This design comes from an exercise in tuning for small area, a short achievable clock period and few clock cycles per item on the open sky130 flow, not from production work.
Only simulation tests tie the RTL to the original design; equivalence was not proved.
Power figures rest on the tool's default switching activity, not on a simulated workload.

$ cat flow/design.v
`default_nettype none
package rv_core_pkg;
    typedef logic [31:0] word_t;
    typedef logic [31:0] addr_t;
    typedef logic [4:0]  reg_idx_t;
    typedef logic [5:0]  imem_idx_t;
    typedef logic [2:0]  credit_t;
    localparam credit_t QUEUE_DEPTH = 3'd4;
    localparam int      IMEM_WORDS  = 64;
    typedef enum logic [6:0] {
        OP_LUI    = 7'b0110111,
        OP_AUIPC  = 7'b0010111,
        OP_JAL    = 7'b1101111,
        OP_JALR   = 7'b1100111,
        OP_BRANCH = 7'b1100011,
        OP_LOAD   = 7'b0000011,
        OP_STORE  = 7'b0100011,
        OP_IMM    = 7'b0010011,
        OP_OP     = 7'b0110011,
        OP_FENCE  = 7'b0001111,
        OP_SYSTEM = 7'b1110011
    } opcode_t;
    typedef enum logic [2:0] {
        ALU_ADD  = 3'b000,
        ALU_SLL  = 3'b001,
        ALU_SLT  = 3'b010,
        ALU_SLTU = 3'b011,
        ALU_XOR  = 3'b100,
        ALU_SR   = 3'b101,
        ALU_OR   = 3'b110,
        ALU_AND  = 3'b111
    } alu_op_t;
    typedef enum logic [1:0] {
        A_RS1  = 2'd0,
        A_ZERO = 2'd1,
        A_PC   = 2'd2
    } alu_a_sel_t;
    typedef enum logic {
        B_RS2 = 1'b0,
        B_IMM = 1'b1
    } alu_b_sel_t;
    typedef struct packed {
        addr_t pc;
        word_t instr;
    } fetch_pkt_t;
    typedef struct packed {
        reg_idx_t   rs1;
        reg_idx_t   rs2;
        reg_idx_t   rd;
        word_t      imm;
        alu_a_sel_t alu_a_sel;
        alu_b_sel_t alu_b_sel;
        alu_op_t    alu_op;
        logic       sub_arith;
        logic       wb_en;
    } decoded_t;
    typedef struct packed {
        addr_t    pc;
        reg_idx_t rd;
        word_t    value;
        logic     wr_en;
    } retire_t;
endpackage
`default_nettype wire
`timescale 1ns/1ps
`default_nettype none
module insn_fetch (
    input  wire logic                   clk,
    input  wire logic                   reset,
    input  wire logic                   imem_we,
    input  rv_core_pkg::imem_idx_t      imem_idx,
    input  rv_core_pkg::word_t          imem_data,
    input  wire logic                   start,
    input  wire logic [6:0]             prog_len,
    input  wire logic                   credit_return,
    output logic                        push,
    output rv_core_pkg::fetch_pkt_t     pkt
);
    rv_core_pkg::word_t   imem [rv_core_pkg::IMEM_WORDS];
    rv_core_pkg::addr_t   pc;
    rv_core_pkg::credit_t credits;
    logic                 running;
    logic [6:0]           left;
    always_ff @(posedge clk) begin
        if (imem_we) begin
            imem[imem_idx] <= imem_data;
        end
    end
    assign push      = running && (credits != '0);
    assign pkt.pc    = pc;
    assign pkt.instr = imem[rv_core_pkg::imem_idx_t'(pc[31:2])];
    always_ff @(posedge clk) begin
        if (reset) begin
            running <= 1'b0;
            pc      <= '0;
            left    <= '0;
        end else if (start) begin
            running <= (prog_len != '0);
            pc      <= '0;
            left    <= prog_len;
        end else if (push) begin
            pc   <= pc + 32'd4;
            left <= left - 7'd1;
            if (left == 7'd1) begin
                running <= 1'b0;
            end
        end
    end
    always_ff @(posedge clk) begin
        if (reset || start) begin
            credits <= rv_core_pkg::QUEUE_DEPTH;
        end else if (push && !credit_return) begin
            credits <= credits - 3'd1;
        end else if (!push && credit_return) begin
            credits <= credits + 3'd1;
        end
    end
endmodule
`default_nettype wire
`timescale 1ns/1ps
`default_nettype none
module insn_queue (
    input  wire logic                   clk,
    input  wire logic                   reset,
    input  wire logic                   push,
    input  rv_core_pkg::fetch_pkt_t     push_pkt,
    input  wire logic                   pop,
    output logic                        head_valid,
    output rv_core_pkg::fetch_pkt_t     head_pkt,
    output logic                        credit_return
);
    logic [63:0] entries [rv_core_pkg::QUEUE_DEPTH];
    logic [$clog2(rv_core_pkg::QUEUE_DEPTH)-1:0] wr_ptr;
    logic [$clog2(rv_core_pkg::QUEUE_DEPTH)-1:0] rd_ptr;
    rv_core_pkg::credit_t                        count;
    always_ff @(posedge clk) begin
        if (push) begin
            entries[wr_ptr] <= push_pkt;
        end
    end
    always_ff @(posedge clk) begin
        if (reset) begin
            wr_ptr <= '0;
            rd_ptr <= '0;
            count  <= '0;
        end else begin
            if (push) begin
                wr_ptr <= wr_ptr + 1'b1;
            end
            if (pop) begin
                rd_ptr <= rd_ptr + 1'b1;
            end
            if (push && !pop) begin
                count <= count + 3'd1;
            end else if (pop && !push) begin
                count <= count - 3'd1;
            end
        end
    end
    assign head_valid = (count != '0);
    assign head_pkt   = entries[rd_ptr];
    assign credit_return = pop;
endmodule
`default_nettype wire
`timescale 1ns/1ps
`default_nettype none
module insn_decoder (
    input  rv_core_pkg::word_t    instr,
    output rv_core_pkg::decoded_t dec
);
    rv_core_pkg::reg_idx_t rs1;
    rv_core_pkg::reg_idx_t rs2;
    rv_core_pkg::reg_idx_t rd;
    logic [2:0]            funct3;
    rv_core_pkg::opcode_t  opcode;
    rv_core_pkg::word_t    imm_u;
    rv_core_pkg::word_t    imm_i;
    assign rs2    = instr[24:20];
    assign rs1    = instr[19:15];
    assign funct3 = instr[14:12];
    assign rd     = instr[11:7];
    assign opcode = rv_core_pkg::opcode_t'(instr[6:0]);
    assign imm_u = {instr[31:12], 12'h000};
    assign imm_i = {{20{instr[31]}}, instr[31:20]};
    always_comb begin
        dec    = '0;
        dec.rd = rd;
        case (opcode)
            rv_core_pkg::OP_LUI: begin
                dec.imm       = imm_u;
                dec.alu_a_sel = rv_core_pkg::A_ZERO;
                dec.alu_b_sel = rv_core_pkg::B_IMM;
                dec.alu_op    = rv_core_pkg::ALU_ADD;
                dec.wb_en     = 1'b1;
            end
            rv_core_pkg::OP_AUIPC: begin
                dec.imm       = imm_u;
                dec.alu_a_sel = rv_core_pkg::A_PC;
                dec.alu_b_sel = rv_core_pkg::B_IMM;
                dec.alu_op    = rv_core_pkg::ALU_ADD;
                dec.wb_en     = 1'b1;
            end
            rv_core_pkg::OP_IMM: begin
                dec.rs1       = rs1;
                dec.imm       = imm_i;
                dec.alu_a_sel = rv_core_pkg::A_RS1;
                dec.alu_b_sel = rv_core_pkg::B_IMM;
                dec.alu_op    = rv_core_pkg::alu_op_t'(funct3);
                dec.sub_arith = (funct3 == 3'b101) ? instr[30] : 1'b0;
                dec.wb_en     = 1'b1;
            end
            rv_core_pkg::OP_OP: begin
                dec.rs1       = rs1;
                dec.rs2       = rs2;
                dec.alu_a_sel = rv_core_pkg::A_RS1;
                dec.alu_b_sel = rv_core_pkg::B_RS2;
                dec.alu_op    = rv_core_pkg::alu_op_t'(funct3);
                dec.sub_arith = instr[30];
                dec.wb_en     = 1'b1;
            end
            default: begin
                dec.wb_en = 1'b0;
            end
        endcase
    end
endmodule
`default_nettype wire
`timescale 1ns/1ps
`default_nettype none
module int_alu (
    input  rv_core_pkg::decoded_t dec,
    input  rv_core_pkg::word_t    rs1_val,
    input  rv_core_pkg::word_t    rs2_val,
    input  rv_core_pkg::addr_t    pc,
    output rv_core_pkg::word_t    result
);
    rv_core_pkg::word_t op_a;
    rv_core_pkg::word_t op_b;
    logic [4:0]         shamt;
    always_comb begin
        case (dec.alu_a_sel)
            rv_core_pkg::A_PC:   op_a = pc;
            rv_core_pkg::A_ZERO: op_a = '0;
            default:             op_a = rs1_val;
        endcase
    end
    assign op_b  = (dec.alu_b_sel == rv_core_pkg::B_IMM) ? dec.imm : rs2_val;
    assign shamt = op_b[4:0];
    always_comb begin
        case (dec.alu_op)
            rv_core_pkg::ALU_ADD:  result = dec.sub_arith ? op_a - op_b : op_a + op_b;
            rv_core_pkg::ALU_SLL:  result = op_a << shamt;
            rv_core_pkg::ALU_SLT:  result = {31'd0, $signed(op_a) < $signed(op_b)};
            rv_core_pkg::ALU_SLTU: result = {31'd0, op_a < op_b};
            rv_core_pkg::ALU_XOR:  result = op_a ^ op_b;
            rv_core_pkg::ALU_SR: begin
                if (dec.sub_arith) begin
                    result = rv_core_pkg::word_t'($signed(op_a) >>> shamt);
                end else begin
                    result = op_a >> shamt;
                end
            end
            rv_core_pkg::ALU_OR:   result = op_a | op_b;
            default:               result = op_a & op_b;
        endcase
    end
endmodule
`default_nettype wire
`timescale 1ns/1ps
`default_nettype none
module exec_unit (
    input  wire logic                   clk,
    input  wire logic                   reset,
    input  wire logic                   head_valid,
    input  rv_core_pkg::fetch_pkt_t     head_pkt,
    input  wire logic                   hold,
    output logic                        pop,
    output logic                        retire_valid,
    output rv_core_pkg::retire_t        retire
);
    rv_core_pkg::word_t    regs [32];
    rv_core_pkg::decoded_t dec;
    rv_core_pkg::word_t    rs1_val;
    rv_core_pkg::word_t    rs2_val;
    rv_core_pkg::word_t    result;
    logic                  wr;
    assign pop = head_valid && !hold;
    insn_decoder i_decoder (
        .instr (head_pkt.instr),
        .dec   (dec)
    );
    assign rs1_val = regs[dec.rs1];
    assign rs2_val = regs[dec.rs2];
    int_alu i_alu (
        .dec     (dec),
        .rs1_val (rs1_val),
        .rs2_val (rs2_val),
        .pc      (head_pkt.pc),
        .result  (result)
    );
    assign wr = pop && dec.wb_en && (dec.rd != '0);
    always_ff @(posedge clk) begin
        if (reset) begin
            for (int i = 0; i < 32; i++) begin
                regs[i] <= '0;
            end
        end else if (wr) begin
            regs[dec.rd] <= result;
        end
    end
    always_ff @(posedge clk) begin
        if (reset) begin
            retire_valid <= 1'b0;
        end else begin
            retire_valid <= pop;
        end
    end
    always_ff @(posedge clk) begin
        if (pop) begin
            retire <= {head_pkt.pc, dec.rd, result, wr};
        end
    end
endmodule
`default_nettype wire
`timescale 1ns/1ps
`default_nettype none
module rv_core_top (
    input  wire logic                   clk,
    input  wire logic                   reset,
    input  wire logic                   imem_we,
    input  rv_core_pkg::imem_idx_t      imem_idx,
    input  rv_core_pkg::word_t          imem_data,
    input  wire logic                   start,
    input  wire logic [6:0]             prog_len,
    input  wire logic                   hold,
    output logic                        retire_valid,
    output rv_core_pkg::retire_t        retire
);
    logic                    push;
    rv_core_pkg::fetch_pkt_t push_pkt;
    logic                    credit_return;
    logic                    head_valid;
    rv_core_pkg::fetch_pkt_t head_pkt;
    logic                    pop;
    insn_fetch i_fetch (
        .clk           (clk),
        .reset         (reset),
        .imem_we       (imem_we),
        .imem_idx      (imem_idx),
        .imem_data     (imem_data),
        .start         (start),
        .prog_len      (prog_len),
        .credit_return (credit_return),
        .push          (push),
        .pkt           (push_pkt)
    );
    insn_queue i_queue (
        .clk           (clk),
        .reset         (reset),
        .push          (push),
        .push_pkt      (push_pkt),
        .pop           (pop),
        .head_valid    (head_valid),
        .head_pkt      (head_pkt),
        .credit_return (credit_return)
    );
    exec_unit i_exec (
        .clk           (clk),
        .reset         (reset),
        .head_valid    (head_valid),
        .head_pkt      (head_pkt),
        .hold          (hold),
        .pop           (pop),
        .retire_valid  (retire_valid),
        .retire        (retire)
    );
endmodule
`default_nettype wire
$ cat flow/run.sh
#!/bin/bash
# synth_recipe.tcl (not shown) runs the flow's synth.tcl, then flattens the netlist and writes it again
# the make line also repeats each setting of config.mk as NAME=value (left out here)
make -C /OpenROAD-flow-scripts/flow DESIGN_CONFIG=/design/flow/config.mk WORK_HOME=/design/flow/orfs CLKGATE_MAP_FILE= SYNTH_SCRIPT=/design/flow/synth_recipe.tcl finish
$ cat flow/config.mk
export PLATFORM = sky130hd
export DESIGN_NAME = rv_core_top
export DESIGN_NICKNAME = rv_core_top
export VERILOG_FILES = /design/flow/design.v
export SDC_FILE = /design/flow/constraint.sdc
export NUM_CORES = 4
export LEC_CHECK = 0
export CAP_MARGIN = 20
export CORE_MARGIN = 2
export CORE_UTILIZATION = 40
export SLEW_MARGIN = 20
$ cat flow/constraint.sdc
create_clock -name core_clock -period 9.0 [get_ports {clk}]
set_input_delay 1.8000 -clock core_clock [delete_from_list [all_inputs] [get_ports {clk}]]
set_output_delay 1.8000 -clock core_clock [all_outputs]
set_load 0.01 [all_outputs]
==> flow_metrics.env <==
export IMPL_power_total_uw=43300
export IMPL_yosysSeqAreaShare_pct=65.9
export IMPL_dieArea_sq_um=395000
export IMPL_grt_pass1_vias=104000
export IMPL_yosysWarnings=5
export IMPL_cp_start_kind="register"
export IMPL_via_count=106000
export IMPL_synth_top_area_share_pct=65.2
export IMPL_grt_max_degree=138
export IMPL_drt_first_pass_iters=22
export IMPL_dr_first_iter_drc_count=16100
export IMPL_r2r_slack_ns=0.20
export IMPL_synth_adder_area_share_pct=0.909
export IMPL_start_util_pct=40.1
export IMPL_p_switching_uw=13800
export IMPL_power_density_nw_per_um2=244
export IMPL_yosysMostFrequentCell="edfxtp_1"
export IMPL_min_from="i_fetch.pc[12]$_SDFFE_PP0P_"
export IMPL_synth_ff_type="edfxtp_1"
export IMPL_synth_mux_area_share_pct=12.9
export IMPL_hp_class="reg -> reg"
export IMPL_tightest_slew_ns=1.25
export IMPL_wirelength_microns=592000
export IMPL_cts_buffers=358
export IMPL_p_sw_share_pct=32.0
export IMPL_synth_top_family_by_area="multiplexers"
export IMPL_cts_hold_buf=0
export IMPL_synthTopCellsByArea="edfxtp_1 65%, mux4_2 11%, nor2_1 2.6%, nand2_1 2.1%, a221oi_1 1.9%"
export IMPL_cp_max_fo=102
export IMPL_fin_worst_skew_ns=0.0929
export IMPL_p_comb_share_pct=23.5
export IMPL_syn_cell_area_sq_um=156000
export IMPL_maxCapViolCount=0
export IMPL_timing_final_crit_share_pct=97.7
export IMPL_p_leak_uw=0.0581
export IMPL_syn2layout_area_growth_pct=13.8
export IMPL_num_io_pins=121
export IMPL_syn_avg_cell_area_sq_um=14.7
export IMPL_core_area_sq_um=389000
export IMPL_synth_compound_area_share_pct=8.27
export IMPL_slowest_stage="a32oi_1"
export IMPL_min_to="i_queue.entries[2][44]$_DFFE_PP_"
export IMPL_layout_setup_ws_ns=0.203
export IMPL_critPathArrivalTime_ns=9.48
export IMPL_die_w_microns=629
export IMPL_internal_power_uw=29400
export IMPL_cts_root_buf="clkbuf_16"
export IMPL_period_needed_ns=8.80
export IMPL_crit_type="reg -> reg"
export IMPL_endpoint_kind="register"
export IMPL_avgRoutedWirePerCell_microns=36.5
export IMPL_cts_sinks=3445
export IMPL_synth_edf_count=3388
export IMPL_final_util_pct=45.7
export IMPL_row_count=229
export IMPL_gp_congestion=0.989
export IMPL_antenna_left=0
export IMPL_clkSlewWorstSetupHoldPaths_ns=0.06
export IMPL_rr_endpoint="i_exec.regs[3][30]$_SDFFCE_PN0P_"
export IMPL_synth_common_cells="3388 x edfxtp_1, 1085 x nor2_1, 856 x nand2_1"
export IMPL_cts_tree="done"
export IMPL_cts_max_path_buffers=4
export IMPL_synth_simple_area_share_pct=8.64
export IMPL_hold_viol=0
export IMPL_finalNetCount=10900
export IMPL_synth_xor_area_share_pct=0.320
export IMPL_rsz0062_at_grt="no"
export IMPL_die_h_microns=629
export IMPL_seqPwrFrac_pct=42.4
export IMPL_setup_tns_ns=0
export IMPL_overflow=0
export IMPL_holdPathStages=0
export IMPL_relSlewSlack_pct=16.1
export IMPL_slew_violations=0
export IMPL_ff2ff_path_depth=25
export IMPL_vias_per_cell=6.51
export IMPL_clk_latency_ns=0.99
export IMPL_place_worst_setup_slack_ns=0.00660
export IMPL_grt_use_total_pct=29.3
export IMPL_hpwl_microns=363000
export IMPL_drive_gt1_share_pct=20.3
export IMPL_finalSetupViolations=0
export IMPL_clkPwrFrac_pct=34.1
export IMPL_cp_required_ns=9.68
export IMPL_ys_ff_latch=3445
export IMPL_cts_htree_levels=5
export IMPL_n_fill_cell=33800
export IMPL_synth_area_leader_cell="edfxtp_1"
export IMPL_fmax_mhz=114
export IMPL_critical_path_max_stage_delay_ns=0.78
export IMPL_antenna_found_initial=31
export IMPL_syn_inst=10600
export IMPL_status="timing/DRC/antenna clean"
export IMPL_grt_pass1_wl_microns=821000
export IMPL_place_inst=15600
export IMPL_synthArstFlopShare_pct=0
export IMPL_synth_cell_types=116
export IMPL_final_cells=16200
export IMPL_route_detailed_drc=0
export IMPL_io_buffers=118
export IMPL_ir_drop_v=0.000219
-- worst max path at each step --
stage	from	end	slack, ns	depth (start not counted)
2_1_floorplan	register	i_exec.regs[10][30]$_SDFFCE_PN0P_	1.53	28
3_3_place_gp	register	i_exec.regs[1][30]$_SDFFCE_PN0P_	-0.04	29
3_5_place_dp	register	i_exec.regs[8][30]$_SDFFCE_PN0P_	0.007	29
4_1_cts	register	i_exec.regs[19][30]$_SDFFCE_PN0P_	0.27	29
5_1_grt	register	i_exec.regs[21][30]$_SDFFCE_PN0P_	0.0009	29
6_report	register	i_exec.regs[3][30]$_SDFFCE_PN0P_	0.20	25
-- routing by layer --
layer  part of all wire, %  up-vias  global-route usage [%]
met4                   7.5       18                    18.4
met2                    46     7367                    46.0
li1                      -    42200                       -
met3                    10     1837                    5.52
met1                    37    54300                    37.5
met5                 0.019        -                       0
-- state kept, by name, summed over array words and instances (netlist names), named ones only --
| name | flops |
|---|---|
| i_exec.regs | 1024 |
| i_fetch.pc | 30 |
| i_fetch.imem | 2048 |
| i_queue.count | 3 |
| i_fetch.credits | 3 |
| i_fetch.running | 1 |
| i_exec.retire | 68 |
| i_queue.wr_ptr | 2 |
| i_fetch.left | 7 |
| i_queue.entries | 248 |
| i_queue.rd_ptr | 2 |
| i_exec.retire_valid | 1 |
-- power groups by stage --
stage	Clock [uW]	Sequential [uW]	Combinational, uW
floorplan	0	18600	5260
global placement	0	18700	9790
detailed placement	0	18700	9830
CTS	14900	18300	9860
global route	15500	18400	10400
finish	14800	18300	10200
-- cells in the final DEF (no fill, tap or decap), types with 107 or more instances in the layout --
cell type  count
edfxtp_1    3388
nor2_1      1012
nand2_1      824
mux4_2       730
buf_4        511
clkbuf_16    365
nand3_1      346
nor3_1       345
a221oi_1     340
a21oi_1      285
mux2i_1      278
inv_1        178
o21ai_0      171
o211ai_1     107
ha_1         107
-- cell type report --
type,instances,area [sq um],share of cell area (%)
diodes,11,27.5,0.0155
clock buffers,443,9430,5.31
clock inverters,210,2050,1.15
inverters,203,772,0.435
multi-input cells,6064,49800,28.1
flip-flops and latches,3445,103000,58.0
well taps,5197,6500,3.66
repair buffers,672,6030,3.40
-- metrics by stage --
stage	hold WS [ns]	instance area (sq um)
global route	0.512	178000
floorplan	0.458	156000
global placement	0.470	166000
finish	0.496	178000
detailed placement	0.493	166000
CTS	0.492	177000
-- kinds of logic (layout without fill, tap and decap cells) --
logic type               count (synthesis)  after routing
multiplexers                          1088           1088
AND/OR/NAND/NOR                       3036           3036
flip-flops                            3445           3445
XOR/XNOR                                57             57
AO/OA/AOI/OAI                         1738           1738
adder cells (fa/ha/maj)                111            111
other                                    1             45
buffers and inverters                 1103           1528
-- worst max-delay path: cells and delay by family (launching register included) --
family / cells / cell delay (ns)
multiplexers: 1 / 0.57
buffers and inverters: 5 / 1.38
flip-flops: 1 / 0.53
adder cells (fa/ha/maj): 1 / 0.36
XOR/XNOR: 1 / 0.15
AND/OR/NAND/NOR: 10 / 3.21
AO/OA/AOI/OAI: 7 / 2.15
-- what timing repair did --
| item | in CTS | in global routing |
|---|---|---|
| gates resized for setup | 1 | 3 |
| endpoints found under the setup margin | 3 | 125 |
| buffers inserted | 0 | 0 |
Testbench counts, summed over its fixed seeds: cycles 10,310, instructions 10,022.

## static timing again, ports no longer ideal
The results above use ideal ports. As a check the final layout listed here was re-extracted and re-timed, cells and wires unchanged. Step 1 assumes that a clkbuf_16 drives the clock port and a buf_2 every other input. Step 2 adds t to the input delays and takes it off the output delays; t is the mean of the earliest and latest rising clock arrival at the registers after step 1. Input paths then give back, and output paths get back, about the clock's delay inside the block. Slacks: ideal ports / drivers / drivers and shift; pairs: ideal ports / drivers.
t, ns: 1.036
slack for setup (ns): 0.203 / 0.203 / 0.203
clock arrival spread, ns: 0.093 / 0.093
slew at the worst register clock pin (ns): 0.07 / 0.07
cell pins on the clock port's net: 1
After both steps setup and hold are still met in this run. The setup slack of this run moves by 0.000 ns with the drivers and by 0.000 ns with both steps.
